Source: an optimization exercise on an open RTL-to-GDS flow (aim: small area and a short achievable clock period). Production flows keep margins and buffers that such runs may drop.
In this exercise RTL edits were held to simulation tests only and were not proved equivalent to the original.

--- design/flow/design.v ---
package mdu_pkg;
  localparam int CNT_W = 4;
  localparam int MULT_CYCLES_DEF = 5;
  localparam int DIV_CYCLES_DEF = 10;
  localparam logic [3:0] MD_NOP   = 4'd0;
  localparam logic [3:0] MD_MULT  = 4'd1;
  localparam logic [3:0] MD_MULTU = 4'd2;
  localparam logic [3:0] MD_DIV   = 4'd3;
  localparam logic [3:0] MD_DIVU  = 4'd4;
  localparam logic [3:0] MD_MTHI  = 4'd5;
  localparam logic [3:0] MD_MTLO  = 4'd6;
  localparam logic [3:0] MD_MADD  = 4'd7;
  localparam logic [3:0] MD_MADDU = 4'd8;
  localparam logic [3:0] MD_MSUB  = 4'd9;
  localparam logic [3:0] MD_MSUBU = 4'd10;
endpackage
  function automatic logic is_madd_op(input logic [3:0] op);
    is_madd_op = 1'b0;
  endfunction
  function automatic logic is_mul_op(input logic [3:0] op);
    is_mul_op = op == mdu_pkg::MD_MULT || op == mdu_pkg::MD_MULTU || is_madd_op(op);
  endfunction
  function automatic logic is_div_op(input logic [3:0] op);
    is_div_op = op == mdu_pkg::MD_DIV || op == mdu_pkg::MD_DIVU;
  endfunction
  function automatic logic is_signed_op(input logic [3:0] op);
    is_signed_op = op == mdu_pkg::MD_MULT || op == mdu_pkg::MD_DIV ||
                   op == mdu_pkg::MD_MADD || op == mdu_pkg::MD_MSUB;
  endfunction
module md_add #(
  parameter int N = 35
) (
  input  logic [N-1:0] x,
  input  logic [N-1:0] y,
  input  logic         ci,
  output logic [N-1:0] s
);
  localparam int M = N + 1;
  localparam int L = (M > 64) ? 7 : (M > 32) ? 6 : (M > 16) ? 5 : (M > 8) ? 4 : 3;
  logic [M-1:0] g [0:L];
  logic [M-1:0] p [0:L];
  assign g[0] = {x & y, ci};
  assign p[0] = {x ^ y, 1'b0};
  genvar l, i;
  generate
    for (l = 0; l < L; l++) begin : g_lvl
      for (i = 0; i < M; i++) begin : g_pos
        if (((i >> l) & 1) == 1) begin : g_op
          localparam int K = ((i >> l) << l) - 1;
          assign g[l+1][i] = g[l][i] | (p[l][i] & g[l][K]);
          assign p[l+1][i] = p[l][i] & p[l][K];
        end else begin : g_pass
          assign g[l+1][i] = g[l][i];
          assign p[l+1][i] = p[l][i];
        end
      end
    end
  endgenerate
  assign s = p[0][M-1:1] ^ g[L][M-2:0];
endmodule
module md_row (
  input  logic [34:0] x,
  input  logic [32:0] b33,
  input  logic        nz,
  input  logic        m,
  input  logic        neg,
  output logic [34:0] s
);
  logic [34:0] sel;
  assign sel = !nz ? 35'd0 : m ? {b33[32], b33, 1'b0} : {{2{b33[32]}}, b33};
  md_add #(.N(35)) u_add (.x(x), .y(sel ^ {35{neg}}), .ci(neg), .s(s));
endmodule
module md_stage #(
  parameter bit FIRST = 0
) (
  input  logic        mulm,
  input  logic        last,
  input  logic        bneg,
  input  logic        qneg,
  input  logic        nbit,
  input  logic [2:0]  dig,
  input  logic [32:0] b33,
  input  logic [34:0] pin,
  output logic [34:0] s,
  output logic        q
);
  logic [34:0] x;
  logic        nz, m, neg;
  assign x   = mulm ? {{2{pin[34]}}, pin[34:2]} : {pin[33:0], nbit};
  assign nz  = mulm ? !(dig == 3'b000 || dig == 3'b111) : 1'b1;
  assign m   = mulm ? (dig == 3'b011 || dig == 3'b100) : FIRST & last;
  assign neg = mulm ? dig[2] : !pin[34] ^ bneg;
  md_row u_row (.x(x), .b33(b33), .nz(nz), .m(m), .neg(neg), .s(s));
  assign q = !s[34] ^ qneg;
endmodule
module md_unit #(
  parameter int MULT_CYCLES = mdu_pkg::MULT_CYCLES_DEF,
  parameter int DIV_CYCLES  = mdu_pkg::DIV_CYCLES_DEF
) (
  input  logic        clk,
  input  logic        reset_n,
  input  logic        start,
  input  logic [3:0]  op,
  input  logic [31:0] a,
  input  logic [31:0] b,
  output logic        busy,
  output logic [31:0] hi,
  output logic [31:0] lo
);
  function automatic logic is_madd_op(input logic [3:0] op);
    is_madd_op = 1'b0;
  endfunction
  function automatic logic is_mul_op(input logic [3:0] op);
    is_mul_op = op == mdu_pkg::MD_MULT || op == mdu_pkg::MD_MULTU || is_madd_op(op);
  endfunction
  function automatic logic is_div_op(input logic [3:0] op);
    is_div_op = op == mdu_pkg::MD_DIV || op == mdu_pkg::MD_DIVU;
  endfunction
  function automatic logic is_signed_op(input logic [3:0] op);
    is_signed_op = op == mdu_pkg::MD_MULT || op == mdu_pkg::MD_DIV ||
                   op == mdu_pkg::MD_MADD || op == mdu_pkg::MD_MSUB;
  endfunction
  logic [mdu_pkg::CNT_W-1:0] cnt;
  logic        mulm;      
  logic        sgn;       
  logic        aneg;      
  logic [31:0] dreg;      
  logic [34:0] whi;       
  logic [31:0] wlo;       
  logic [3:0]  ext;       
  logic        mprev;     
  logic        last;
  logic        bneg;
  logic        qneg;
  logic [32:0] b33;
  logic [34:0] s1, s2, s3, s4;
  logic [4:1]  q;
  logic [2:0]  dig1;
  logic        ctl_last;
  logic        rneg_fin;
  logic        c;
  logic [31:0] rpos;
  logic [31:0] rfin;
  logic        inc;
  logic [31:0] lres;
  logic [31:0] hres;
  logic        dz;
  logic        commit;
  logic        go;
  assign last = cnt == mdu_pkg::CNT_W'(1);
  assign bneg = sgn & dreg[31];
  assign qneg = aneg ^ bneg;
  assign b33  = {bneg, dreg};
  assign ctl_last = last;
  assign dig1 = (mulm & last) ? {aneg, aneg, mprev} : {wlo[1], wlo[0], mprev};
  md_stage #(.FIRST(1)) u_st1 (.mulm(mulm), .last(ctl_last), .bneg(bneg), .qneg(qneg),
    .nbit(last ? 1'b1 : ext[3]), .dig(dig1), .b33(b33), .pin(whi), .s(s1), .q(q[1]));
  md_stage #(.FIRST(0)) u_st2 (.mulm(mulm), .last(ctl_last), .bneg(bneg), .qneg(qneg),
    .nbit(ext[2]), .dig(wlo[3:1]), .b33(b33), .pin(s1), .s(s2), .q(q[2]));
  md_stage #(.FIRST(0)) u_st3 (.mulm(mulm), .last(ctl_last), .bneg(bneg), .qneg(qneg),
    .nbit(ext[1]), .dig(wlo[5:3]), .b33(b33), .pin(s2), .s(s3), .q(q[3]));
  md_stage #(.FIRST(0)) u_st4 (.mulm(mulm), .last(ctl_last), .bneg(bneg), .qneg(qneg),
    .nbit(ext[0]), .dig(wlo[7:5]), .b33(b33), .pin(s3), .s(s4), .q(q[4]));
  assign rneg_fin = whi[34];
  assign c    = rneg_fin ? &whi : &s1;
  assign rpos = rneg_fin ? s1[32:1] : whi[31:0];
  assign rfin = (rpos ^ {32{aneg}}) & {32{!(aneg & c)}};
  assign inc  = !mulm & (qneg ^ (aneg & c));
  assign lres = wlo + {31'd0, inc};
  assign hres = mulm ? s1[31:0] : rfin;
  assign dz   = dreg == 32'd0;
  assign commit = busy & last & (mulm | !dz);
  assign go = start & !busy;
  always_ff @(posedge clk or negedge reset_n) begin
    if (!reset_n) begin
      cnt  <= '0;
      busy <= 1'b0;
      hi   <= '0;
      lo   <= '0;
    end else begin
      if (busy) begin
        cnt <= cnt - mdu_pkg::CNT_W'(1);
        if (last) busy <= 1'b0;
      end else if (start && (is_mul_op(op) || is_div_op(op))) begin
        cnt  <= is_div_op(op) ? mdu_pkg::CNT_W'(DIV_CYCLES) : mdu_pkg::CNT_W'(MULT_CYCLES);
        busy <= 1'b1;
      end
      if (commit) begin
        hi <= hres;
        lo <= lres;
      end else if (go && op == mdu_pkg::MD_MTHI) begin
        hi <= a;
      end else if (go && op == mdu_pkg::MD_MTLO) begin
        lo <= a;
      end
    end
  end
  always_ff @(posedge clk) begin
    if (!busy) begin
      mulm  <= is_mul_op(op);
      sgn   <= is_signed_op(op);
      aneg  <= is_signed_op(op) & a[31];
      dreg  <= b;
      whi   <= '0;
      wlo   <= a;
      mprev <= 1'b0;
    end else begin
      whi   <= s4;
      wlo   <= mulm ? {s4[1:0], s3[1:0], s2[1:0], s1[1:0], wlo[31:8]}
                    : {wlo[27:0], q[1], q[2], q[3], q[4]};
      mprev <= wlo[7];
    end
    ext <= busy ? wlo[31:28] ^ {4{aneg}} : 4'd0;
  end
endmodule
--- design/flow/run.sh ---
#!/bin/bash
# synth_recipe.tcl (not shown) runs the flow's synth.tcl, then flattens the netlist and writes it again
# the make line also repeats each setting of config.mk as NAME=value (left out here)
make -C /OpenROAD-flow-scripts/flow DESIGN_CONFIG=/design/flow/config.mk WORK_HOME=/design/flow/orfs CLKGATE_MAP_FILE= SYNTH_SCRIPT=/design/flow/synth_recipe.tcl finish
--- design/flow/config.mk ---
export PLATFORM = sky130hd
export DESIGN_NAME = md_unit
export DESIGN_NICKNAME = md_unit
export VERILOG_FILES = /design/flow/design.v
export SDC_FILE = /design/flow/constraint.sdc
export NUM_CORES = 4
export LEC_CHECK = 0
export CAP_MARGIN = 20
export CORE_MARGIN = 2
export CORE_UTILIZATION = 40
export SLEW_MARGIN = 20
--- design/flow/constraint.sdc ---
create_clock -name core_clock -period 125.0 [get_ports {clk}]
set_input_delay 25.0000 -clock core_clock [delete_from_list [all_inputs] [get_ports {clk}]]
set_output_delay 25.0000 -clock core_clock [all_outputs]
set_load 0.01 [all_outputs]
==> results of run 1 <==
-- cell families (layout without fill, tap and decap cells) --
group,count (synthesis),after routing
xor+xnor,304,304
flops,176,176
simple gates,866,866
other cells,0,1
fa+ha+maj,156,156
buf+inv,251,275
mux,216,216
compound gates,551,551
-- sequential cells by signal (all words and copies together) (netlist names) --
signal and count:
aneg 1, busy 1, cnt 4, dreg 32, ext 4, hi 32
lo 32, mprev 1, mulm 1, sgn 1, whi 35, wlo 32
-- worst paths after layout --
path	from	end	slack, ns
max	hi[6]	hi[6]	98.52
min reg2reg	hi[19]	hi[19]	0.55
max reg2reg	mulm	wlo[0]	106.22
min	hi[19]	hi[19]	0.55
min in group asynchronous	reset_n	hi[16]	24.70
max in group asynchronous	reset_n	busy	99.68
-- routing by layer --
layer,track usage,up-vias,share of wire
met3,0.0472,105,0.067
met4,0.0925,0,0.026
met5,0,-,0
li1,-,8771,-
met1,0.370,8844,0.46
met2,0.420,685,0.45
-- cell usage in the layout, fill, tap and decap left out, types with 7 or more instances in the layout --
| master | Yosys | final |
|---|---|---|
| nand2_1 | 366 | 366 |
| nor2_1 | 250 | 249 |
| a21oi_1 | 232 | 229 |
| xnor2_1 | 222 | 222 |
| mux2i_1 | 153 | 152 |
| ha_1 | 136 | 136 |
| clkdlybuf4s50_1 | 0 | 134 |
| o21ai_0 | 97 | 97 |
| xor2_1 | 81 | 81 |
| inv_1 | 74 | 74 |
| dfxtp_1 | 72 | 71 |
| dfrtp_1 | 69 | 68 |
| mux2_2 | 63 | 63 |
| a21o_1 | 59 | 59 |
| nand4_1 | 42 | 42 |
| nand3_1 | 42 | 42 |
| nor3_1 | 37 | 37 |
| edfxtp_1 | 35 | 35 |
| buf_4 | 0 | 31 |
| a31oi_1 | 28 | 28 |
| a221oi_1 | 25 | 25 |
| o21a_1 | 24 | 23 |
| fa_1 | 20 | 20 |
| nor2b_1 | 18 | 18 |
| o21bai_1 | 17 | 17 |
| clkbuf_16 | 0 | 17 |
| nor4_1 | 16 | 16 |
| and3_1 | 15 | 15 |
| and2_1 | 15 | 15 |
| a211oi_1 | 11 | 11 |
| nand2b_1 | 11 | 11 |
| or3_1 | 10 | 10 |
| and4_1 | 9 | 9 |
| nor3b_1 | 9 | 9 |
| o31ai_1 | 7 | 7 |
-- layout make-up --
| type | count | area (um^2) |
|---|---|---|
| Timing Repair Buffer | 167 | 1600 |
| Clock buffer | 17 | 425 |
| Tap cell | 615 | 769 |
| Antenna cell | 1 | 2.50 |
| Inverter | 76 | 287 |
| Sequential cell | 176 | 4220 |
| Multi-Input combinational cell | 2093 | 14300 |
| Fill cell | 4833 | 26000 |
| Clock inverter | 15 | 169 |
-- stage by stage --
step / worst slack (ns) / instance area (um^2) / util / hold slack (ns) / cells
2_1_floorplan: 98.46 / 19400 / - / 0.510 / 2520
3_3_place_gp: 98.18 / 21200 / 0.443 / 0.541 / 3127
3_5_place_dp: 98.12 / 21200 / 0.443 / 0.544 / 3127
4_1_cts: 98.49 / 21800 / 0.456 / 0.555 / 3159
5_1_grt: 98.48 / 21800 / 0.456 / 0.580 / 3159
6_report: 98.52 / 21800 / 0.456 / 0.551 / 3160
==> flow_metrics.tcl, run 1 <==
set metrics [dict create \
    synth-compound-area-share 0.174 \
    cp_max_fo 2 \
    synthXorXnorAreaFrac 0.138 \
    start_util 0.406 \
    num_rows 80 \
    ys_warn_count 4 \
    die_h_um 224 \
    worstPathArrival_ns 1.48 \
    antenna_left 0 \
    cp.required_ns 100.00 \
    drt_iter0_drc 1564 \
    yosysSeqAreaShare 0.217 \
    synth_common_cells "nand2_1 (366), nor2_1 (250), a21oi_1 (232)" \
    clock_skew_ns 0.0281 \
    yosys.area_share.simple 0.199 \
    dr_total_vias 18405 \
    cp-start-kind "register" \
    wl_per_cell_um 21.3 \
    min_path_type "register to register" \
    antenna_found_initial 2 \
    clock-sinks 176 \
    dieArea_um2 50400 \
    cts_setup_buffers 0 \
    period_share 0.212 \
    status "finished clean" \
    track_usage 0.268 \
    grt-ovfl-total 0 \
    path_buf_inv 1 \
    cts.repair.resized 0 \
    worstPathCellList "clkdlybuf4s50_1" \
    drc 0 \
    fin_crit_ns 26.48 \
    drt-total-wl_mm 67.3 \
    clk_latency_ns 0.52 \
    io_buffers 135 \
    grt_first_pass_wirelength_mm 104 \
    setup_tns_ns 0 \
    synthAdderAreaFrac 0.108 \
    hold_violations 0 \
    r2r_cells 67 \
    boundaryPins 136 \
    htree_levels 4 \
    synth_top_family_by_area "simple AND/OR/NAND/NOR gates" \
    finalSetupViolations 0 \
    synthFlopType "dfxtp_1" \
    cts_max_path_buffers 2 \
    syn_nets 2747 \
    worst_slew_pin_slew_ns 1.17 \
    synth_top_area_share 0.100 \
    drv_slew 0 \
    hold_path_depth 2 \
    vias_per_cell 5.82 \
    synth.area.mux_share 0.115 \
    grt_pass1_vias 17671 \
    maxSlewHeadroom 0.214 \
    syn_avg_cell_area_um2 7.71 \
    core_um2 47800 \
    yosysTopAreaCell "xnor2_1" \
    drive_above_1_share 0.0649 \
    syn_inst 2520 \
    synth_area_leaders "xnor2_1 (10%), dfrtp_1 (8.9%), ha_1 (8.8%), mux2i_1 (7.9%), dfxtp_1 (7.4%)" \
    holdBufCountCts 0 \
    yosysMostFrequentCell "nand2_1" \
    max_stage_delay_ns 0.56 \
    ys_seq_elements 176 \
    numCtsBuffers 17 \
    cp_slowest_cell "clkdlybuf4s50_1" \
    synth_edf_count 35 \
    dr.pass1.iters 6 \
    max_freq_mhz 37.8 \
    layout.nets 2758 \
    cts_tree "yes" \
    cts_root_buf "clkbuf_16" \
    grt_max_degree 164 \
    crit_type "register to output pin" \
    synth_cell_type_count 75 \
    rsz0062_at_grt "false" \
    gp_congestion 0.976 \
    crit_cells 1 \
    syn2layout_area_growth_pct 12.2 \
    drv_cap 0 \
    cts.clk_slew.worst_paths_ns 0.07 \
    critical_path.top_delay_family "buffers and inverters" \
    fp.dieW_um 224 \
    syn-cell-area_um2 19400 \
    crit_path_end_kind "output pin" \
    synthArstFlopShare 0.392 \
    dpl.hpwl_mm 50.8 \
]
==> run 2, diff against run 1 <==
--- a/design/flow/design.v
+++ b/design/flow/design.v
@@ -28,6 +28,27 @@
                    op == mdu_pkg::MD_MADD || op == mdu_pkg::MD_MSUB;
   endfunction
+module md_rip #(
+  parameter int N = 8
+) (
+  input  logic [N-1:0] x,
+  input  logic [N-1:0] y,
+  input  logic         ci,
+  output logic [N-1:0] s,
+  output logic         co
+);
+  logic [N:0] c;
+  assign c[0] = ci;
+  genvar j;
+  generate
+    for (j = 0; j < N; j++) begin : g_bit
+      assign s[j]   = x[j] ^ y[j] ^ c[j];
+      assign c[j+1] = (x[j] & y[j]) | (x[j] & c[j]) | (y[j] & c[j]);
+    end
+  endgenerate
+  assign co = c[N];
+endmodule
 module md_add #(
-  parameter int N = 35
+  parameter int N = 35,
+  parameter int L = 5
 ) (
   input  logic [N-1:0] x,
@@ -36,26 +57,29 @@
   output logic [N-1:0] s
 );
-  localparam int M = N + 1;
-  localparam int L = (M > 64) ? 7 : (M > 32) ? 6 : (M > 16) ? 5 : (M > 8) ? 4 : 3;
-  logic [M-1:0] g [0:L];
-  logic [M-1:0] p [0:L];
-  assign g[0] = {x & y, ci};
-  assign p[0] = {x ^ y, 1'b0};
-  genvar l, i;
+  localparam int K = (N + L - 1) / L;
+  logic [K:0] c;
+  assign c[0] = ci;
+  genvar k, j;
   generate
-    for (l = 0; l < L; l++) begin : g_lvl
-      for (i = 0; i < M; i++) begin : g_pos
-        if (((i >> l) & 1) == 1) begin : g_op
-          localparam int K = ((i >> l) << l) - 1;
-          assign g[l+1][i] = g[l][i] | (p[l][i] & g[l][K]);
-          assign p[l+1][i] = p[l][i] & p[l][K];
-        end else begin : g_pass
-          assign g[l+1][i] = g[l][i];
-          assign p[l+1][i] = p[l][i];
+    for (k = 0; k < K; k++) begin : g_seg
+      localparam int LO = k * L;
+      localparam int HI = ((k + 1) * L > N) ? N : (k + 1) * L;
+      localparam int W = HI - LO;
+      if (k == 0) begin : g_first
+        md_rip #(.N(W)) u_rip (.x(x[HI-1:LO]), .y(y[HI-1:LO]), .ci(c[0]), .s(s[HI-1:LO]), .co(c[1]));
+      end else begin : g_inc
+        logic [W-1:0] s0;
+        logic         c0;
+        logic [W:0]   t;
+        md_rip #(.N(W)) u_rip (.x(x[HI-1:LO]), .y(y[HI-1:LO]), .ci(1'b0), .s(s0), .co(c0));
+        assign t[0] = 1'b1;
+        for (j = 0; j < W; j++) begin : g_bit
+          assign t[j+1]   = t[j] & s0[j];
+          assign s[LO+j]  = s0[j] ^ (c[k] & t[j]);
         end
+        assign c[k+1] = c0 | (c[k] & t[W]);
       end
     end
   endgenerate
-  assign s = p[0][M-1:1] ^ g[L][M-2:0];
 endmodule
 module md_row (
--- a/design/flow/config.mk
+++ b/design/flow/config.mk
@@ -6,4 +6,5 @@
 export NUM_CORES = 4
 export LEC_CHECK = 0
+export ABC_AREA = 1
 export CAP_MARGIN = 20
 export CORE_MARGIN = 2
==> run 2 against run 1 <==
Still clean on timing, DRC and antenna. Sequential share of layout area rose by 1.1 points. Worst setup slack got worse by 0.11 ns. Non-clock buffer count shrank 5. Clock skew shrank 0.0088 ns. Clock-buffer cell count unchanged.
==> flow_metrics.tcl, run 2 <==
set metrics [dict create \
    n_fill_cell 4598 \
    io_buffers 135 \
    htree_levels 4 \
    largest_reg_flops 35 \
    setup_tns_ns 0 \
    status "finished clean" \
    grt_pass1_vias 17002 \
    critical_path.top_delay_family "buffers and inverters" \
    cts_setup_buffers 0 \
    hold_ws_ns 0.487 \
    rsz0062_at_grt "false" \
    cts.clk_slew.worst_paths_ns 0.08 \
    drc 0 \
    drt-total-wl_mm 61.3 \
    cp_max_fo 32 \
    synthFlopType "dfxtp_1" \
    boundaryPins 136 \
    grt_first_pass_wirelength_mm 96.9 \
    syn_nets 2775 \
    grt-ovfl-total 0 \
    cp_slowest_cell "clkdlybuf4s50_1" \
    holdBufCountCts 0 \
    clock_skew_ns 0.0193 \
    antenna_found_initial 0 \
    fin_ws_ns 98.42 \
    regMostFlops "whi" \
    dieArea_um2 47200 \
    dpl.hpwl_mm 47.4 \
    wl_per_cell_um 19.2 \
    synth_cell_type_count 53 \
    max_stage_delay_ns 0.51 \
    cp.required_ns 125.43 \
    yosysSeqAreaShare 0.232 \
    path_buf_inv 5 \
    maxSlewHeadroom 0.380 \
    antenna_left 0 \
    cts_root_buf "clkbuf_16" \
    post-place-ws_ns 97.79 \
    synth_common_cells "nand2_1 (547), o21ai_0 (373), inv_1 (253)" \
    synth_edf_count 35 \
    layout.nets 2816 \
    core_um2 45100 \
    fp.dieW_um 217 \
    multi_input_area_um2 12500 \
    ys_seq_elements 176 \
    synthArstFlopShare 0.392 \
    period_share 0.213 \
    crit_type "input port to register" \
    synth_top_area_share 0.119 \
    ys_warn_count 1 \
    syn-cell-area_um2 18200 \
    worstPathArrival_ns 27.01 \
    fin_crit_ns 26.58 \
    grt_max_degree 132 \
    drive_above_1_share 0.0651 \
    drt_iter0_drc 1675 \
    num_rows 78 \
    vias_per_cell 5.50 \
    cts.repair.resized 0 \
    syn2layout_area_growth_pct 13.3 \
    yosysMostFrequentCell "nand2_1" \
    gp_congestion 0.932 \
    track_usage 0.267 \
    crit_path_end_kind "register" \
    min_path_type "register to register" \
    cts_tree "yes" \
    drv_slew 0 \
    dr.pass1.iters 5 \
    drv_cap 0 \
    clk_latency_ns 0.51 \
    max_freq_mhz 37.6 \
    finalSetupViolations 0 \
    dr_total_vias 17603 \
    worstPathCellList "clkdlybuf4s50_1 > inv_1 > nor2_1 > nand3_1 > nor3_2 > buf_4 > nor2_2 > buf_4 > inv_1 > nor2_1 > a21oi_1" \
    seqCellArea_um2 4220 \
    die_h_um 217 \
    cts_max_path_buffers 2 \
    syn_avg_cell_area_um2 7.15 \
    hold_violations 0 \
    syn_inst 2544 \
    cp-start-kind "input port" \
    layout_common_cells "nand2_1 (545), o21ai_0 (373), inv_1 (252)" \
    n_antenna_cell 0 \
    synth_area_leaders "fa_1 (12%), nand2_1 (11%), o21ai_0 (10%), dfrtp_1 (9.5%), dfxtp_1 (7.9%)" \
    numCtsBuffers 17 \
    start_util 0.403 \
    worst_slew_pin_slew_ns 0.930 \
    final_common_cell "nand2_1" \
    clock-sinks 176 \
    yosysTopAreaCell "fa_1" \
]
[run 2: cell types whose count changed after synthesis, sizes merged, moves of 48 or more]
cell and change:
a21o -58, ha -84, a21oi -48, mux2 -63, xor2 +52, xnor2 -147, nand3 +102, inv +187
fa +88, mux2i -146, o21ai +274, nand2 +225, nor2 -132
[run 2: worst min-delay path, delay by kind of cell, from the launching register on]
kind	cells	cell delay, ns
flip-flops	1	0.35
AND/OR/NAND/NOR	2	0.11
[run 2: metal layers]
metal,vias to the layer above,global-route usage,part of all wire
met2,645,0.419,0.44
met3,84,0.0407,0.066
met5,-,0,0
met1,8379,0.369,0.46
li1,8495,-,-
met4,0,0.105,0.033
[run 2: layout make-up]
class	instances	area share
Multi-Input combinational cell	1962	0.605
Sequential cell	176	0.205
Inverter	266	0.0486
Timing Repair Buffer	162	0.0764
Clock inverter	15	0.00844
Clock buffer	17	0.0206
Tap cell	600	0.0364
[run 2: metrics by stage]
step	cells	cell area (um^2)	util
floorplan	2544	18200	-
finish	3198	20600	0.457
CTS	3197	20600	0.457
global route	3198	20600	0.457
global placement	3165	20000	0.443
detailed placement	3165	20000	0.443
[run 2: logic make-up (layout without fill, tap and decap cells)]
kind of cell / Yosys count / after routing / synth area share
multiplexers: 7 / 7 / 0.00385
AO/OA/AOI/OAI: 639 / 639 / 0.187
AND/OR/NAND/NOR: 948 / 948 / 0.237
adder cells (fa/ha/maj): 160 / 160 / 0.155
XOR/XNOR: 208 / 208 / 0.100
buffers and inverters: 406 / 460 / 0.0859
flip-flops: 176 / 176 / 0.232
[run 2: path summary, 6_finish.rpt]
| kind | from | to | slack, ns | cells after the start |
|---|---|---|---|---|
| worst max-delay path | op[2] | lo[1] | 98.42 | 11 |
| worst min-delay path | lo[11] | lo[11] | 0.49 | 2 |
| worst max register to register | mulm | wlo[0] | 102.38 | 124 |
| worst min register to register | lo[11] | lo[11] | 0.49 | 2 |
| max in group asynchronous | reset_n | busy | 99.62 | 2 |
| min in group asynchronous | reset_n | hi[13] | 24.70 | 2 |
==> run 3, diff against run 2 <==
==> design/flow/flow/run.sh (new file) <==
#!/bin/bash
# Standard layout, with plain buffers (instead of the resizer's default pick) on the ports.
set -euo pipefail
bash standard.sh BUFFER_PORTS_ARGS="-buffer_cell sky130_fd_sc_hd__buf_1" finish > make_finish.log 2>&1
==> design/flow/standard.sh (new file) <==
#!/bin/bash
# synth_recipe.tcl (not shown) runs the flow's synth.tcl, then flattens the netlist and writes it again
# the make line also repeats each setting of config.mk as NAME=value (left out here)
make -C /OpenROAD-flow-scripts/flow DESIGN_CONFIG=/design/flow/config.mk WORK_HOME=/design/flow/orfs CLKGATE_MAP_FILE= SYNTH_SCRIPT=/design/flow/synth_recipe.tcl "${@:-finish}"
removed: design/flow/run.sh
==> run 3 against run 2 <==
Via count decreased by 0.26%. Global-route usage down 0.070 points. Maximum frequency increased by 1.5%. Final cell count about the same. Register-to-register slack worse by 0.45 ns. Sequential share of layout area rose by 0.90 points. First-iteration DRC count is 1.8% higher.
==> flow_metrics.tcl, run 3 <==
set metrics [dict create \
    grt-ovfl-total 0 \
    dr.pass1.iters 5 \
    yosysTopAreaCell "fa_1" \
    cp-start-kind "input port" \
    grt_first_pass_wirelength_mm 97.1 \
    drt_iter0_drc 1705 \
    syn2layout_area_growth_pct 8.55 \
    boundaryPins 136 \
    r2r_cells 123 \
    n_antenna_cell 0 \
    final_common_cell "nand2_1" \
    track_usage 0.266 \
    synth_top_area_share 0.119 \
    status "finished clean" \
    layout.nets 2815 \
    rsz0062_at_grt "false" \
    cts_root_buf "clkbuf_16" \
    drv_cap 0 \
    cp.required_ns 125.43 \
    cts.repair.resized 0 \
    crit_path_end_kind "register" \
    max_freq_mhz 38.2 \
    cts_tree "yes" \
    drive_above_1_share 0.0643 \
    cts_setup_buffers 0 \
    dieArea_um2 47200 \
    syn-cell-area_um2 18200 \
    yosysMostFrequentCell "nand2_1" \
    start_util 0.403 \
    final_core_util 0.438 \
    numCtsBuffers 17 \
    r2r-start "mulm" \
    syn_avg_cell_area_um2 7.15 \
    path_buf_inv 5 \
    worstPathCellList "buf_1 > inv_1 > nor2_1 > nand3_1 > nor3_2 > buf_4 > nor2_2 > buf_4 > inv_1 > nor2_1 > a31oi_1" \
    crit_type "input port to register" \
    period_share 0.209 \
    clk_latency_ns 0.50 \
    finalSetupViolations 0 \
    syn_nets 2775 \
    wl_per_cell_um 19.3 \
    cp_max_fo 32 \
    ys_seq_elements 176 \
    ys_warn_count 1 \
    die_h_um 217 \
    cp_slowest_cell "buf_4" \
    cts.clk_slew.worst_paths_ns 0.08 \
    synth_edf_count 35 \
    layout_common_cells "nand2_1 (545), o21ai_0 (373), inv_1 (252)" \
    vias_per_cell 5.49 \
    min_path_type "register to register" \
    regMostFlops "whi" \
    holdBufCountCts 0 \
    drc 0 \
    synthFlopType "dfxtp_1" \
    synthArstFlopShare 0.392 \
    hold_violations 0 \
    antenna_left 0 \
    synth_common_cells "nand2_1 (547), o21ai_0 (373), inv_1 (253)" \
    largest_reg_flops 35 \
    io_buffers 135 \
    max_stage_delay_ns 0.36 \
    min_to "lo[11]" \
    r2r-end "whi[34]" \
    maxSlewHeadroom 0.363 \
    clock_skew_ns 0.0158 \
    syn_inst 2544 \
    yosysSeqAreaShare 0.232 \
    core_um2 45100 \
    setup_tns_ns 0 \
    fin_crit_ns 26.18 \
    drv_slew 0 \
    worst_slew_pin_slew_ns 0.955 \
    worstPathArrival_ns 26.61 \
    synth_area_leaders "fa_1 (12%), nand2_1 (11%), o21ai_0 (10%), dfrtp_1 (9.5%), dfxtp_1 (7.9%)" \
    hold_path_depth 2 \
    n_fill_cell 4740 \
    cts_max_path_buffers 2 \
    critical_path.top_delay_family "buffers and inverters" \
    grt_pass1_vias 16904 \
    antenna_found_initial 0 \
    dpl.hpwl_mm 47.2 \
    drt-total-wl_mm 61.6 \
    clock-sinks 176 \
    min_from "lo[11]" \
    num_rows 78 \
    dr_total_vias 17558 \
    gp_congestion 0.928 \
    r2r_setup_slack_ns 101.93 \
    grt_max_degree 163 \
    fp.dieW_um 217 \
    htree_levels 4 \
    synth_cell_type_count 53 \
]
[run 3: how the worst max path moves through the flow]
stage | start | to | slack (ns) | cells past startpoint
finish | op[2] | lo[0] | 98.82 | 11
global route | op[2] | lo[2] | 98.66 | 11
CTS | op[2] | hi[7] | 98.66 | 7
detailed placement | op[2] | hi[7] | 98.13 | 7
global placement | op[2] | hi[12] | 98.23 | 7
floorplan | op[2] | lo[11] | 98.76 | 8
[run 3: kinds of logic (layout without fill, tap and decap cells)]
| family | after synthesis | after routing | synth area share |
|---|---|---|---|
| mux | 7 | 7 | 0.00385 |
| flops | 176 | 176 | 0.232 |
| compound gates | 639 | 639 | 0.187 |
| fa+ha+maj | 160 | 160 | 0.155 |
| xor+xnor | 208 | 208 | 0.100 |
| buf+inv | 406 | 459 | 0.0859 |
| simple gates | 948 | 948 | 0.237 |
[run 3: routing by layer]
layer  vias up  track usage  share of wire
li1       8500            -              -
met1      8372        0.383           0.47
met2       617        0.410           0.44
met3        69       0.0324          0.064
met4         0       0.0966          0.029
met5         -            0              0
[run 3: through the flow]
step,cell area [um^2],hold slack [ns],setup WS [ns],std cells
3_3_place_gp,19100,0.465,98.23,3164
2_1_floorplan,18200,0.464,98.76,2544
3_5_place_dp,19100,0.468,98.13,3164
5_1_grt,19700,0.515,98.66,3197
4_1_cts,19700,0.487,98.66,3196
6_report,19700,0.479,98.82,3197
[run 3: tightest hold or removal path, stage by stage (launching register included)]
cell and delay, ns:
dfrtp_1 0.35, nand2_1 0.05, nand3_1 0.05
[run 3: cell type report]
type                       instances  area, um^2  share of cell area
clock inverter                    12         128             0.00646
tap                              600         751              0.0380
sequential                       176        4220               0.214
clock buffer                      20         447              0.0226
multi-input combinational       1962       12500               0.631
timing repair buffer             161         736              0.0373
inverter                         266        1000              0.0508
==> run 4, diff against run 3 <==
--- a/design/flow/design.v
+++ b/design/flow/design.v
@@ -101,5 +101,4 @@
   input  logic        last,
   input  logic        bneg,
-  input  logic        qneg,
   input  logic        nbit,
   input  logic [2:0]  dig,
@@ -116,5 +115,5 @@
   assign neg = mulm ? dig[2] : !pin[34] ^ bneg;
   md_row u_row (.x(x), .b33(b33), .nz(nz), .m(m), .neg(neg), .s(s));
-  assign q = !s[34] ^ qneg;
+  assign q = !s[34] ^ bneg;
 endmodule
 module md_unit #(
@@ -178,16 +177,16 @@
   assign ctl_last = last;
   assign dig1 = (mulm & last) ? {aneg, aneg, mprev} : {wlo[1], wlo[0], mprev};
-  md_stage #(.FIRST(1)) u_st1 (.mulm(mulm), .last(ctl_last), .bneg(bneg), .qneg(qneg),
-    .nbit(last ? 1'b1 : ext[3]), .dig(dig1), .b33(b33), .pin(whi), .s(s1), .q(q[1]));
-  md_stage #(.FIRST(0)) u_st2 (.mulm(mulm), .last(ctl_last), .bneg(bneg), .qneg(qneg),
+  md_stage #(.FIRST(1)) u_st1 (.mulm(mulm), .last(ctl_last), .bneg(bneg),
+    .nbit(ext[3]), .dig(dig1), .b33(b33), .pin(whi), .s(s1), .q(q[1]));
+  md_stage #(.FIRST(0)) u_st2 (.mulm(mulm), .last(ctl_last), .bneg(bneg),
     .nbit(ext[2]), .dig(wlo[3:1]), .b33(b33), .pin(s1), .s(s2), .q(q[2]));
-  md_stage #(.FIRST(0)) u_st3 (.mulm(mulm), .last(ctl_last), .bneg(bneg), .qneg(qneg),
+  md_stage #(.FIRST(0)) u_st3 (.mulm(mulm), .last(ctl_last), .bneg(bneg),
     .nbit(ext[1]), .dig(wlo[5:3]), .b33(b33), .pin(s2), .s(s3), .q(q[3]));
-  md_stage #(.FIRST(0)) u_st4 (.mulm(mulm), .last(ctl_last), .bneg(bneg), .qneg(qneg),
+  md_stage #(.FIRST(0)) u_st4 (.mulm(mulm), .last(ctl_last), .bneg(bneg),
     .nbit(ext[0]), .dig(wlo[7:5]), .b33(b33), .pin(s3), .s(s4), .q(q[4]));
   assign rneg_fin = whi[34];
-  assign c    = rneg_fin ? &whi : &s1;
-  assign rpos = rneg_fin ? s1[32:1] : whi[31:0];
-  assign rfin = (rpos ^ {32{aneg}}) & {32{!(aneg & c)}};
+  assign c    = rneg_fin ? s1[34:1] == 34'd0 : whi == 35'd0;
+  assign rpos = (rneg_fin ^ aneg) ? s1[32:1] : whi[31:0];
+  assign rfin = rpos & {32{!(aneg & c)}};
   assign inc  = !mulm & (qneg ^ (aneg & c));
   assign lres = wlo + {31'd0, inc};
@@ -210,11 +209,13 @@
         busy <= 1'b1;
       end
-      if (commit) begin
+      if (go && op == mdu_pkg::MD_MTHI) begin
+        hi <= a;
+      end else if (commit) begin
         hi <= hres;
+      end
+      if (go && op == mdu_pkg::MD_MTLO) begin
+        lo <= a;
+      end else if (commit) begin
         lo <= lres;
-      end else if (go && op == mdu_pkg::MD_MTHI) begin
-        hi <= a;
-      end else if (go && op == mdu_pkg::MD_MTLO) begin
-        lo <= a;
       end
     end
@@ -226,5 +227,5 @@
       aneg  <= is_signed_op(op) & a[31];
       dreg  <= b;
-      whi   <= '0;
+      whi   <= {35{op == mdu_pkg::MD_DIV && a[31]}};
       wlo   <= a;
       mprev <= 1'b0;
@@ -235,5 +236,5 @@
       mprev <= wlo[7];
     end
-    ext <= busy ? wlo[31:28] ^ {4{aneg}} : 4'd0;
+    ext <= busy ? wlo[31:28] : {4{op == mdu_pkg::MD_DIV && a[31]}};
   end
 endmodule
--- a/design/flow/config.mk
+++ b/design/flow/config.mk
@@ -10,3 +10,4 @@
 export CORE_MARGIN = 2
 export CORE_UTILIZATION = 40
+export CTS_BUF_LIST = sky130_fd_sc_hd__clkbuf_4 sky130_fd_sc_hd__clkbuf_8
 export SLEW_MARGIN = 20
==> run 4 against run 3 <==
Still clean on timing, DRC and antenna. Sequential share of layout area increased by 0.44 points. Clock skew grew 0.0070 ns. Hold slack better by 0.016 ns. Synthesized cell count decreased by 5.5%. Design area down 2.0%. Critical path type is now register to output pin. Critical endpoint is now busy. Clock-buffer cell count is 1 lower. Critical path depth fell by 9. Routed wire length rose by 1.8%. Core utilization decreased by 0.32 points. Area after synthesis decreased by 0.40%.
==> flow_metrics.tcl, run 4 <==
set metrics [dict create \
    track_usage 0.269 \
    vias_per_cell 5.65 \
    synth_top_area_share 0.119 \
    worstPathCellList "buf_4 > buf_1" \
    max_stage_delay_ns 0.58 \
    ys_warn_count 1 \
    core_um2 44500 \
    grt-ovfl-total 0 \
    n_fill_cell 4582 \
    r2r-end "wlo[0]" \
    critical_path.startpoint "busy" \
    n_antenna_cell 0 \
    maxSlewHeadroom 0.264 \
    syn2layout_area_growth_pct 6.80 \
    start_util 0.407 \
    antenna_found_initial 1 \
    syn_avg_cell_area_um2 7.53 \
    clk_latency_ns 0.58 \
    r2r-start "mulm" \
    drt_iter0_drc 1642 \
    min_path_type "register to register" \
    syn-cell-area_um2 18100 \
    htree_levels 4 \
    synth_edf_count 35 \
    drv_cap 0 \
    syn_inst 2405 \
    crit_path_end_kind "output pin" \
    cp_slowest_cell "buf_4" \
    boundaryPins 136 \
    fp.dieW_um 217 \
    finalSetupViolations 0 \
    dpl-instance-area_um2 19000 \
    yosysTopAreaCell "fa_1" \
    num_rows 77 \
    r2r_cells 126 \
    synth_area_leaders "fa_1 (12%), nand2_1 (11%), dfrtp_1 (9.5%), o21ai_0 (8.7%), dfxtp_1 (8.0%)" \
    grt_pass1_vias 16567 \
    drv_slew 0 \
    yosysMostFrequentCell "nand2_1" \
    antenna_left 0 \
    hold_ws_ns 0.496 \
    cts_root_buf "clkbuf_8" \
    final_common_cell "nand2_1" \
    cts.repair.resized 0 \
    hold_violations 0 \
    dr.pass1.iters 6 \
    cp_max_fo 67 \
    crit_end "busy" \
    synthFlopType "dfxtp_1" \
    fin_ws_ns 98.27 \
    drt-total-wl_mm 62.6 \
    gp_congestion 0.962 \
    cts.clk_slew.worst_paths_ns 0.11 \
    dpl.hpwl_mm 47.7 \
    syn_nets 2636 \
    crit_type "register to output pin" \
    dieArea_um2 47000 \
    cts_max_path_buffers 2 \
    worst_slew_pin_slew_ns 1.08 \
    layout_common_cells "nand2_1 (505), o21ai_0 (314), inv_1 (251)" \
    post-place-ws_ns 97.93 \
    synthArstFlopShare 0.392 \
    setup_tns_ns 0 \
    final_area_um2 19400 \
    synth_common_cells "nand2_1 (507), o21ai_0 (314), inv_1 (252)" \
    cp-start-kind "register" \
    period_share 0.214 \
    status "finished clean" \
    die_h_um 217 \
    layout.nets 2684 \
    clock-sinks 176 \
    dr_total_vias 17264 \
    cts_tree "yes" \
    max_freq_mhz 37.4 \
    io_buffers 135 \
    yosysSeqAreaShare 0.233 \
    synth_cell_type_count 61 \
    wl_per_cell_um 20.5 \
    grt_first_pass_wirelength_mm 96.6 \
    fin_crit_ns 26.73 \
    numCtsBuffers 17 \
    worstPathArrival_ns 1.73 \
    rsz0062_at_grt "false" \
    clock_skew_ns 0.0228 \
    grt_max_degree 182 \
    ys_seq_elements 176 \
    r2r_setup_slack_ns 102.59 \
    holdBufCountCts 0 \
    cp.required_ns 100.00 \
    largest_reg_flops 35 \
    drc 0 \
    regMostFlops "whi" \
    drive_above_1_share 0.0852 \
    cts_setup_buffers 0 \
]
run 4: changes by cell type in the layout (fill, tap and decap cells not counted), moves of 16 or more:
cell       before  now
nor2_1        108   79
o21ai_0       373  314
o221ai_1        1   26
clkbuf_8        1   18
nand2_1       545  505
clkbuf_16      17    0
xor2_2          0   17
xor2_1        133  105
a21oi_1       184  161
xnor2_1        75   59
nand2_4         8   26
o211ai_1       39   63
nand3_1       131  100
run 4: per-layer routing:
metal / share of wire / global-route usage / wire length (um) / vias up
met2: 0.44 / 0.419 / 27700 / 718
met1: 0.45 / 0.367 / 27900 / 8331
met3: 0.077 / 0.0521 / 4810 / 88
met4: 0.036 / 0.106 / 2260 / 0
li1: - / - / - / 8127
met5: 0 / 0 / 0 / -
run 4: cell type report:
type | instances | area, um^2 | share of cell area
Clock buffer | 19 | 255 | 0.0132
Clock inverter | 13 | 141 | 0.00731
Inverter | 261 | 983 | 0.0508
Multi-Input combinational cell | 1832 | 12300 | 0.634
Sequential cell | 176 | 4220 | 0.218
Tap cell | 592 | 741 | 0.0383
Timing Repair Buffer | 165 | 746 | 0.0385
run 4: cells by family after synthesis:
kind of cell             share of synthesized area
AO/OA/AOI/OAI                                0.197
XOR/XNOR                                    0.0963
adder cells (fa/ha/maj)                      0.155
buffers and inverters                       0.0928
flip-flops                                   0.233
multiplexers                               0.00290
AND/OR/NAND/NOR                              0.222
run 4: worst max-delay path, delay by kind of cell, from the launching register on:
| kind | cells | cell delay, ns |
|---|---|---|
| DFF | 1 | 0.35 |
| buffers and inverters | 2 | 0.80 |
run 4: metrics by stage:
stage | cells | util
finish | 3058 | 0.435
CTS | 3058 | 0.435
global placement | 3026 | 0.426
global route | 3058 | 0.435
detailed placement | 3026 | 0.426
floorplan | 2405 | -
run 4: worst min-delay path by stage:
stage            start      end  slack, ns  cells past startpoint
5_1_grt          lo[1]    lo[1]       0.52                      2
3_3_place_gp     lo[1]    lo[1]       0.47                      2
6_report         lo[1]    lo[1]       0.50                      2
3_5_place_dp     lo[1]    lo[1]       0.47                      2
4_1_cts          lo[1]    lo[1]       0.50                      2
2_1_floorplan  wlo[22]  wlo[14]       0.44                      2
==> run 5, diff against run 4 <==
--- a/design/flow/config.mk
+++ b/design/flow/config.mk
@@ -10,4 +10,3 @@
 export CORE_MARGIN = 2
 export CORE_UTILIZATION = 40
-export CTS_BUF_LIST = sky130_fd_sc_hd__clkbuf_4 sky130_fd_sc_hd__clkbuf_8
 export SLEW_MARGIN = 20
==> run 5 against run 4 <==
Still clean. First-iteration DRC count is 13% higher. Die area stayed put. Design area is 0.97% higher. Final cell count stayed put. Core utilization is 0.42 points higher. Non-clock buffer count stayed put. Highest routed layer unchanged.
==> flow_metrics.tcl, run 5 <==
set metrics [dict create \
    boundaryPins 136 \
    finalSetupViolations 0 \
    syn_nets 2636 \
    crit_type "register to output pin" \
    r2r_setup_slack_ns 102.62 \
    io_buffers 135 \
    dr_total_vias 17242 \
    cts_max_path_buffers 2 \
    layout.nets 2684 \
    max_stage_delay_ns 0.59 \
    stdcell_count 3058 \
    hold_violations 0 \
    status "finished clean" \
    dieArea_um2 47000 \
    core_um2 44500 \
    syn_inst 2405 \
    numCtsBuffers 17 \
    syn_avg_cell_area_um2 7.53 \
    n_fill_cell 4555 \
    setup_tns_ns 0 \
    dp_cells 3026 \
    layout_common_cells "nand2_1 (505), o21ai_0 (314), inv_1 (251)" \
    yosysMostFrequentCell "nand2_1" \
    ys_warn_count 1 \
    drv_cap 0 \
    yosysTopAreaCell "fa_1" \
    drv_slew 0 \
    clk_latency_ns 0.50 \
    drive_above_1_share 0.0848 \
    fp.dieW_um 217 \
    max_freq_mhz 37.5 \
    maxSlewHeadroom 0.275 \
    dr.pass1.iters 5 \
    n_antenna_cell 0 \
    final_core_util 0.439 \
    synth_top_area_share 0.119 \
    grt_first_pass_wirelength_mm 97.2 \
    drt-total-wl_mm 62.8 \
    period_share 0.213 \
    clock_skew_ns 0.0166 \
    ys_seq_elements 176 \
    r2r_cells 126 \
    cp_max_fo 67 \
    track_usage 0.270 \
    drc 0 \
    worst_slew_pin_slew_ns 1.06 \
    start_util 0.407 \
    antenna_left 0 \
    fin_crit_ns 26.66 \
    hold_path_depth 2 \
    grt_max_degree 182 \
    antenna_found_initial 0 \
    synth_cell_type_count 61 \
    grt-ovfl-total 0 \
    min_path_type "register to register" \
    cp-start-kind "register" \
    cts.clk_slew.worst_paths_ns 0.08 \
    syn2layout_area_growth_pct 7.84 \
    final_common_cell "nand2_1" \
    worstPathCellList "buf_4 > buf_1" \
    vias_per_cell 5.64 \
    synth_area_leaders "fa_1 (12%), nand2_1 (11%), dfrtp_1 (9.5%), o21ai_0 (8.7%), dfxtp_1 (8.0%)" \
    drt_iter0_drc 1859 \
    gp_congestion 0.962 \
    cp_slowest_cell "buf_4" \
    holdBufCountCts 0 \
    cts_root_buf "clkbuf_16" \
    cts_setup_buffers 0 \
    cts.repair.resized 0 \
    syn-cell-area_um2 18100 \
    grt_pass1_vias 16635 \
    r2r-end "wlo[0]" \
    num_rows 77 \
    min_to "lo[1]" \
    cts_tree "yes" \
    synth_edf_count 35 \
    synth_common_cells "nand2_1 (507), o21ai_0 (314), inv_1 (252)" \
    crit_path_end_kind "output pin" \
    cp.required_ns 100.00 \
    synthFlopType "dfxtp_1" \
    worstPathArrival_ns 1.66 \
    die_h_um 217 \
    regMostFlops "whi" \
    wl_per_cell_um 20.5 \
    htree_levels 4 \
    clock-sinks 176 \
    min_from "lo[1]" \
    rsz0062_at_grt "false" \
    r2r-start "mulm" \
    largest_reg_flops 35 \
    yosysSeqAreaShare 0.233 \
    synthArstFlopShare 0.392 \
    dpl.hpwl_mm 47.7 \
]
## run 5: cell type report
type                    instances  area (um^2)  share of cell area
clock buffers                  19          443              0.0227
flip-flops and latches        176         4220               0.216
multi-input cells            1832        12300               0.628
well taps                     592          741              0.0379
inverters                     261          983              0.0503
repair buffers                165          746              0.0382
clock inverters                13          141             0.00724
## run 5: worst max-delay path by stage
stage,start,to,slack [ns],depth (start not counted)
after global routing,op[0],hi[17],98.19,10
after CTS,busy,busy,98.29,2
final,busy,busy,98.34,2
after detailed placement,op[0],hi[21],97.93,10
after global placement,op[0],hi[17],98.06,10
after floorplan,op[0],hi[12],98.71,7
## run 5: kinds of logic after synthesis
family	synth area share
xor gates and xnor gates	0.0963
adders and majority gates	0.155
buffers and inverters	0.0928
DFF	0.233
muxes	0.00290
AOI/OAI and AO/OA	0.197
and+or+nand+nor	0.222
## run 5: critical path, delay by kind of cell, from the launching register on
family	cells	cell delay (ns)
buffers and inverters	2	0.81
DFF	1	0.34
## run 5: metrics by stage
stage	area (um^2)	setup slack (ns)	hold slack, ns
after floorplan	18100	98.71	0.442
after global placement	19000	98.06	0.471
after detailed placement	19000	97.93	0.474
after CTS	19500	98.29	0.495
after global routing	19500	98.19	0.512
final	19500	98.34	0.488
## run 5: metal layers
metal | global-route usage | part of all wire | routed length (um)
met5 | 0 | 0 | 0
met4 | 0.107 | 0.034 | 2160
met3 | 0.0428 | 0.075 | 4680
met2 | 0.424 | 0.44 | 27900
met1 | 0.374 | 0.45 | 28000
==> run 6, diff against run 5 <==
--- a/design/flow/design.v
+++ b/design/flow/design.v
@@ -145,4 +145,6 @@
   endfunction
   logic [mdu_pkg::CNT_W-1:0] cnt;
+  logic        run;       
+  logic        idle;
   logic        mulm;      
   logic        sgn;       
@@ -171,4 +173,5 @@
   logic        commit;
   logic        go;
+  assign run  = !idle;
   assign last = cnt == mdu_pkg::CNT_W'(1);
   assign bneg = sgn & dreg[31];
@@ -193,19 +196,24 @@
   assign hres = mulm ? s1[31:0] : rfin;
   assign dz   = dreg == 32'd0;
-  assign commit = busy & last & (mulm | !dz);
-  assign go = start & !busy;
+  assign commit = run & last & (mulm | !dz);
+  assign go = start & !run;
   always_ff @(posedge clk or negedge reset_n) begin
     if (!reset_n) begin
       cnt  <= '0;
       busy <= 1'b0;
+      idle <= 1'b1;
       hi   <= '0;
       lo   <= '0;
     end else begin
-      if (busy) begin
+      if (run) begin
         cnt <= cnt - mdu_pkg::CNT_W'(1);
-        if (last) busy <= 1'b0;
+        if (last) begin
+          busy <= 1'b0;
+          idle <= 1'b1;
+        end
       end else if (start && (is_mul_op(op) || is_div_op(op))) begin
         cnt  <= is_div_op(op) ? mdu_pkg::CNT_W'(DIV_CYCLES) : mdu_pkg::CNT_W'(MULT_CYCLES);
         busy <= 1'b1;
+        idle <= 1'b0;
       end
       if (go && op == mdu_pkg::MD_MTHI) begin
@@ -222,5 +230,5 @@
   end
   always_ff @(posedge clk) begin
-    if (!busy) begin
+    if (!run) begin
       mulm  <= is_mul_op(op);
       sgn   <= is_signed_op(op);
@@ -236,5 +244,5 @@
       mprev <= wlo[7];
     end
-    ext <= busy ? wlo[31:28] : {4{op == mdu_pkg::MD_DIV && a[31]}};
+    ext <= run ? wlo[31:28] : {4{op == mdu_pkg::MD_DIV && a[31]}};
   end
 endmodule
==> run 6 against run 5 <==
Still clean on timing, DRC and antenna. Register-to-register slack worse by 0.36 ns. Area after synthesis shrank 1.5%. Maximum frequency is 0.28% higher. Die area decreased by 1.4%. Synthesized cell count down 0.58%. Non-clock buffer count decreased by 7. Clock skew is essentially flat. Critical path depth grew 8. Routed wire length fell by 6.7%. Largest cell class unchanged. Highest routed layer unchanged.
==> flow_metrics.tcl, run 6 <==
set metrics [dict create \
    worstPathCellList "buf_1 > nor2_1 > nand3_1 > buf_4 > inv_1 > nor2_2 > buf_4 > inv_1 > o21ai_0 > o21ai_0" \
    fin_crit_ns 26.59 \
    htree_levels 4 \
    antenna_found_initial 0 \
    holdBufCountCts 0 \
    critical_path.top_delay_family "buffers and inverters" \
    max_freq_mhz 37.6 \
    drt-total-wl_mm 58.6 \
    syn_avg_cell_area_um2 7.47 \
    clock_skew_ns 0.0167 \
    yosysTopAreaCell "fa_1" \
    io_buffers 135 \
    fp.dieW_um 215 \
    synth_area_leaders "fa_1 (12%), nand2_1 (9.7%), dfrtp_1 (9.7%), o21ai_0 (8.3%), dfxtp_1 (8.1%)" \
    cts.clk_slew.worst_paths_ns 0.07 \
    worstPathArrival_ns 26.98 \
    synthFlopType "dfxtp_1" \
    yosysMostFrequentCell "nand2_1" \
    ys_warn_count 1 \
    cts.repair.resized 0 \
    dpl.hpwl_mm 45.1 \
    layout_common_cells "nand2_1 (461), o21ai_0 (297), inv_1 (255)" \
    grt_first_pass_wirelength_mm 91.8 \
    cp_slowest_cell "nor2_2" \
    cp.required_ns 125.38 \
    core_um2 44100 \
    synth_common_cells "nand2_1 (463), o21ai_0 (297), inv_1 (255)" \
    synthArstFlopShare 0.395 \
    drc 0 \
    setup_tns_ns 0 \
    numCtsBuffers 17 \
    layout.nets 2663 \
    crit_type "input port to register" \
    synth_cell_type_count 61 \
    final_common_cell "nand2_1" \
    grt_pass1_vias 16103 \
    post-place-ws_ns 97.93 \
    syn2layout_area_growth_pct 8.22 \
    dr_total_vias 16814 \
    worst_slew_pin_slew_ns 0.913 \
    antenna_left 0 \
    drt_iter0_drc 1750 \
    hold_violations 0 \
    track_usage 0.255 \
    vias_per_cell 5.54 \
    gp_congestion 0.943 \
    cts_tree "yes" \
    rsz0062_at_grt "false" \
    max_stage_delay_ns 0.46 \
    crit_path_end_kind "register" \
    n_fill_cell 4589 \
    status "finished clean" \
    syn-cell-area_um2 17900 \
    synth_top_area_share 0.121 \
    maxSlewHeadroom 0.392 \
    stdcell_count 3037 \
    wl_per_cell_um 19.3 \
    clk_latency_ns 0.51 \
    hold_ws_ns 0.502 \
    path_buf_inv 5 \
    dp_cells 3005 \
    cp-start-kind "input port" \
    finalSetupViolations 0 \
    start_util 0.405 \
    cp_max_fo 25 \
    drv_slew 0 \
    num_rows 77 \
    fin_ws_ns 98.41 \
    drv_cap 0 \
    largest_reg_flops 35 \
    yosysSeqAreaShare 0.238 \
    cts_setup_buffers 0 \
    grt_max_degree 164 \
    dr.pass1.iters 5 \
    period_share 0.213 \
    grt-ovfl-total 0 \
    cts_root_buf "clkbuf_16" \
    syn_nets 2622 \
    cts_max_path_buffers 2 \
    syn_inst 2391 \
    regMostFlops "whi" \
    min_path_type "register to register" \
    drive_above_1_share 0.0773 \
    dieArea_um2 46300 \
    n_antenna_cell 0 \
    die_h_um 215 \
    boundaryPins 136 \
    clock-sinks 177 \
    ys_seq_elements 177 \
    synth_edf_count 35 \
]
==> run 6: cell types whose count changed in the layout (fill, tap and decap cells not counted), sizes merged, moves of 8 or more <==
cell and delta:
nor2 +13, inv +10, nand2 -42, nand4 +12, o31ai +12, o21ai -22, a21oi +31, o211ai -10
buf -8, nand3 -11, nor4 -11
==> run 6: final timing paths <==
path	slack (ns)	end	from	depth (start not counted)
max	98.41	hi[29]	op[1]	10
min in group asynchronous	24.73	hi[5]	reset_n	2
min	0.50	busy	busy	2
max in group asynchronous	99.67	cnt[0]	reset_n	2
min reg2reg	0.50	busy	busy	2
max reg2reg	102.26	wlo[0]	mulm	134
==> run 6: layout make-up <==
| cell class | count | area [um^2] | share of cell area |
|---|---|---|---|
| clock inverter | 13 | 141 | 0.00732 |
| inverter | 266 | 1000 | 0.0518 |
| sequential | 177 | 4250 | 0.220 |
| tap | 592 | 741 | 0.0383 |
| clock buffer | 19 | 443 | 0.0229 |
| multi-input combinational | 1812 | 12100 | 0.624 |
| timing repair buffer | 158 | 696 | 0.0360 |
==> run 6: kinds of logic (layout without fill, tap and decap cells) <==
logic type	count (synthesis)	count (layout)	share of synthesized area
AOI/OAI and AO/OA	645	645	0.205
xor gates and xnor gates	185	185	0.0912
and+or+nand+nor	818	818	0.216
adders and majority gates	160	160	0.158
buffers and inverters	402	456	0.0896
muxes	4	4	0.00238
DFF	177	177	0.238
==> run 6: worst reg2reg max path: cells and delay by family, from the launching register on <==
family / cells / cell delay, ns
compound gates: 3 / 0.65
mux: 1 / 0.21
buf+inv: 13 / 2.95
flops: 1 / 0.34
fa+ha+maj: 18 / 7.44
simple gates: 96 / 10.47
xor+xnor: 3 / 0.58
==> run 6: per-stage QoR <==
step | cell area [um^2] | utilization
2_1_floorplan | 17900 | -
3_3_place_gp | 18700 | 0.425
3_5_place_dp | 18700 | 0.425
4_1_cts | 19300 | 0.438
5_1_grt | 19300 | 0.438
6_report | 19300 | 0.438
==> run 6: per-layer routing <==
metal	up-vias	global-route usage	routed length (um)
li1	8097	-	-
met1	8036	0.348	26300
met2	605	0.406	26500
met3	76	0.0470	4110
met4	0	0.0903	1580
met5	-	0	0
==> run 7, diff against run 6 <==
==> design/flow/flow/run.sh (replaced) <==
#!/bin/bash
# Standard layout, with plain buffers on the ports; timing repair also works on paths with less
# than 99 ns of slack (the port paths), which sets the achieved period.
set -euo pipefail
bash standard.sh BUFFER_PORTS_ARGS="-buffer_cell sky130_fd_sc_hd__buf_1" SETUP_SLACK_MARGIN=99 finish > make_finish.log 2>&1
==> run 7 against run 6 <==
Register-to-register slack worse by 0.12 ns. Core utilization is 1.9 points higher. Routed wire length is 4.6% higher. Maximum frequency is 1.8% higher. Hold slack worse by 0.0044 ns. Global-route usage is 0.89 points higher. Design area is 4.4% higher. Non-clock buffer count is 68 higher. First-iteration DRC count is 0.80% lower.
==> flow_metrics.tcl, run 7 <==
set metrics [dict create \
    status "finished clean" \
    synth_top_family_by_area "simple AND/OR/NAND/NOR gates" \
    dr.pass1.iters 6 \
    antenna_left 0 \
    synth_area_leaders "fa_1 (12%), nand2_1 (9.7%), dfrtp_1 (9.7%), o21ai_0 (8.3%), dfxtp_1 (8.1%)" \
    n_antenna_cell 0 \
    syn_nets 2622 \
    crit_cells 1 \
    synthAdderAreaFrac 0.158 \
    drt_iter0_drc 1736 \
    yosysSeqAreaShare 0.238 \
    setup_tns_ns 0 \
    htree_levels 4 \
    path_buf_inv 1 \
    ys_warn_count 1 \
    cp.required_ns 100.00 \
    rsz0062_at_grt "true" \
    layout.nets 2734 \
    clock-sinks 177 \
    yosysMostFrequentCell "nand2_1" \
    drc 0 \
    cp-start-kind "register" \
    r2r-end "wlo[0]" \
    cts_root_buf "clkbuf_16" \
    wl_per_cell_um 19.7 \
    layout_common_cells "nand2_1 (460), o21ai_0 (296), inv_1 (251)" \
    io_buffers 135 \
    clk_latency_ns 0.51 \
    r2r_cells 132 \
    hold_violations 0 \
    syn_inst 2391 \
    final_common_cell "nand2_1" \
    boundaryPins 136 \
    largest_reg_flops 35 \
    worstPathArrival_ns 1.12 \
    hold_ws_ns 0.498 \
    ys_seq_elements 177 \
    regMostFlops "whi" \
    n_fill_cell 4468 \
    yosys.area_share.simple 0.216 \
    dieArea_um2 46300 \
    antenna_found_initial 0 \
    finalSetupViolations 0 \
    drt-total-wl_mm 61.3 \
    crit_end "lo[31]" \
    syn_avg_cell_area_um2 7.47 \
    fin_crit_ns 26.12 \
    r2r_setup_slack_ns 102.14 \
    grt-ovfl-total 0 \
    fp.dieW_um 215 \
    multi_input_area_um2 12100 \
    drive_above_1_share 0.132 \
    cts_tree "yes" \
    cts.clk_slew.worst_paths_ns 0.07 \
    numCtsBuffers 17 \
    synthFlopType "dfxtp_1" \
    vias_per_cell 5.58 \
    gp_congestion 0.924 \
    max_stage_delay_ns 0.44 \
    final_core_util 0.457 \
    crit_path_end_kind "output pin" \
    grt_max_degree 121 \
    r2r-start "mulm" \
    crit_type "register to output pin" \
    num_rows 77 \
    dpl.hpwl_mm 45.2 \
    die_h_um 215 \
    critical_path.top_delay_family "flip-flops" \
    worstPathCellList "buf_2" \
    drv_slew 0 \
    critical_path.startpoint "lo[31]" \
    worst_slew_pin_slew_ns 1.01 \
    max_freq_mhz 38.3 \
    synth_common_cells "nand2_1 (463), o21ai_0 (297), inv_1 (255)" \
    synth_edf_count 35 \
    start_util 0.405 \
    min_path_type "register to register" \
    grt_pass1_vias 16553 \
    yosysTopAreaCell "fa_1" \
    syn2layout_area_growth_pct 13.0 \
    core_um2 44100 \
    clock_skew_ns 0.0149 \
    track_usage 0.264 \
    dp_cells 3003 \
    synthArstFlopShare 0.395 \
    cts_max_path_buffers 2 \
    period_share 0.209 \
    grt_first_pass_wirelength_mm 95.1 \
    syn-cell-area_um2 17900 \
    seqCellArea_um2 4250 \
    stdcell_count 3108 \
    drv_cap 0 \
    synth.area.mux_share 0.00238 \
    synthXorXnorAreaFrac 0.0912 \
    synth-compound-area-share 0.205 \
    synth_top_area_share 0.121 \
    cp_max_fo 2 \
    synth_cell_type_count 61 \
    cp_slowest_cell "dfrtp_1" \
    dr_total_vias 17346 \
    maxSlewHeadroom 0.324 \
]
run 7: cell counts after synthesis:
Identical to the previous run, type by type.
run 7: per-layer routing:
| layer | share of wire | GRT usage |
|---|---|---|
| met5 | 0 | 0 |
| met4 | 0.043 | 0.111 |
| met3 | 0.076 | 0.0437 |
| met2 | 0.44 | 0.410 |
| met1 | 0.44 | 0.365 |
run 7: logic make-up after synthesis:
logic type / after synthesis
AOI/OAI and AO/OA: 645
xor gates and xnor gates: 185
adders and majority gates: 160
buffers and inverters: 402
DFF: 177
muxes: 4
and+or+nand+nor: 818
run 7: area by class of cell:
class | count | share of cell area
clock buffer | 17 | 0.0211
clock inverter | 15 | 0.00843
inverter | 266 | 0.0502
multi-input combinational | 1815 | 0.601
sequential | 177 | 0.211
tap | 592 | 0.0367
timing repair buffer | 226 | 0.0721
run 7: worst min-delay path by stage:
stage / startpoint / endpoint / slack (ns) / depth (start not counted)
3_3_place_gp: hi[21] / hi[21] / 0.47 / 2
3_5_place_dp: hi[21] / hi[21] / 0.47 / 2
5_1_grt: lo[16] / lo[16] / 0.52 / 2
6_report: lo[16] / lo[16] / 0.50 / 2
4_1_cts: hi[21] / hi[21] / 0.49 / 2
2_1_floorplan: wlo[27] / wlo[31] / 0.46 / 2
run 7: per-stage QoR:
stage | setup WS [ns] | instance area, um^2
2_1_floorplan | 98.97 | 17900
3_3_place_gp | 97.80 | 18700
3_5_place_dp | 97.93 | 18700
4_1_cts | 98.86 | 19700
5_1_grt | 98.88 | 20200
6_report | 98.88 | 20200
run 7: what timing repair did:
action | in CTS | in global routing
resized for setup | 53 | 43
pin swaps | 4 | 5
hold buffers | 0 | 0
gates cloned | 2 | 2
setup endpoints to repair | 129 | 131
buffers inserted | 32 | 37

==> static timing again, ports no longer ideal <==
In the flow no input, the clock included, has a driving cell. The finished layouts below were timed again as built, in two steps. Step 1 assumes that a clkbuf_16 drives the clock port and a buf_2 every other input. Step 2 adds t to the input delays and takes it off the output delays; t is the mean of the earliest and latest rising clock arrival at the registers after step 1. Input paths then give back, and output paths get back, about the clock's delay inside the block. Three values: ideal, step 1, step 2; two values: the first two.
| run | t, ns | slack for setup (ns) | worst hold slack (ns) | slew at the worst register clock pin (ns) |
|---|---|---|---|---|
| run 1 | 0.560 | 98.524 / 98.466 / 98.085 | 0.551 / 0.551 / 0.551 | 0.09 / 0.09 |
| run 2 | 0.550 | 98.419 / 98.450 / 97.900 | 0.487 / 0.487 / 0.487 | 0.08 / 0.08 |
| run 3 | 0.546 | 98.818 / 98.848 / 98.302 | 0.479 / 0.479 / 0.479 | 0.08 / 0.08 |
| run 4 | 0.621 | 98.273 / 98.223 / 97.885 | 0.496 / 0.496 / 0.496 | 0.12 / 0.12 |
| run 5 | 0.546 | 98.335 / 98.280 / 97.886 | 0.488 / 0.488 / 0.488 | 0.08 / 0.08 |
| run 6 | 0.554 | 98.408 / 98.437 / 97.883 | 0.502 / 0.502 / 0.502 | 0.08 / 0.08 |
| run 7 | 0.561 | 98.883 / 98.829 / 98.539 | 0.498 / 0.498 / 0.498 | 0.08 / 0.08 |
After both steps every run listed still meets setup and hold. For run 6, which loses most, drivers alone change the setup slack by +0.029 ns; drivers and shift together by -0.525 ns.
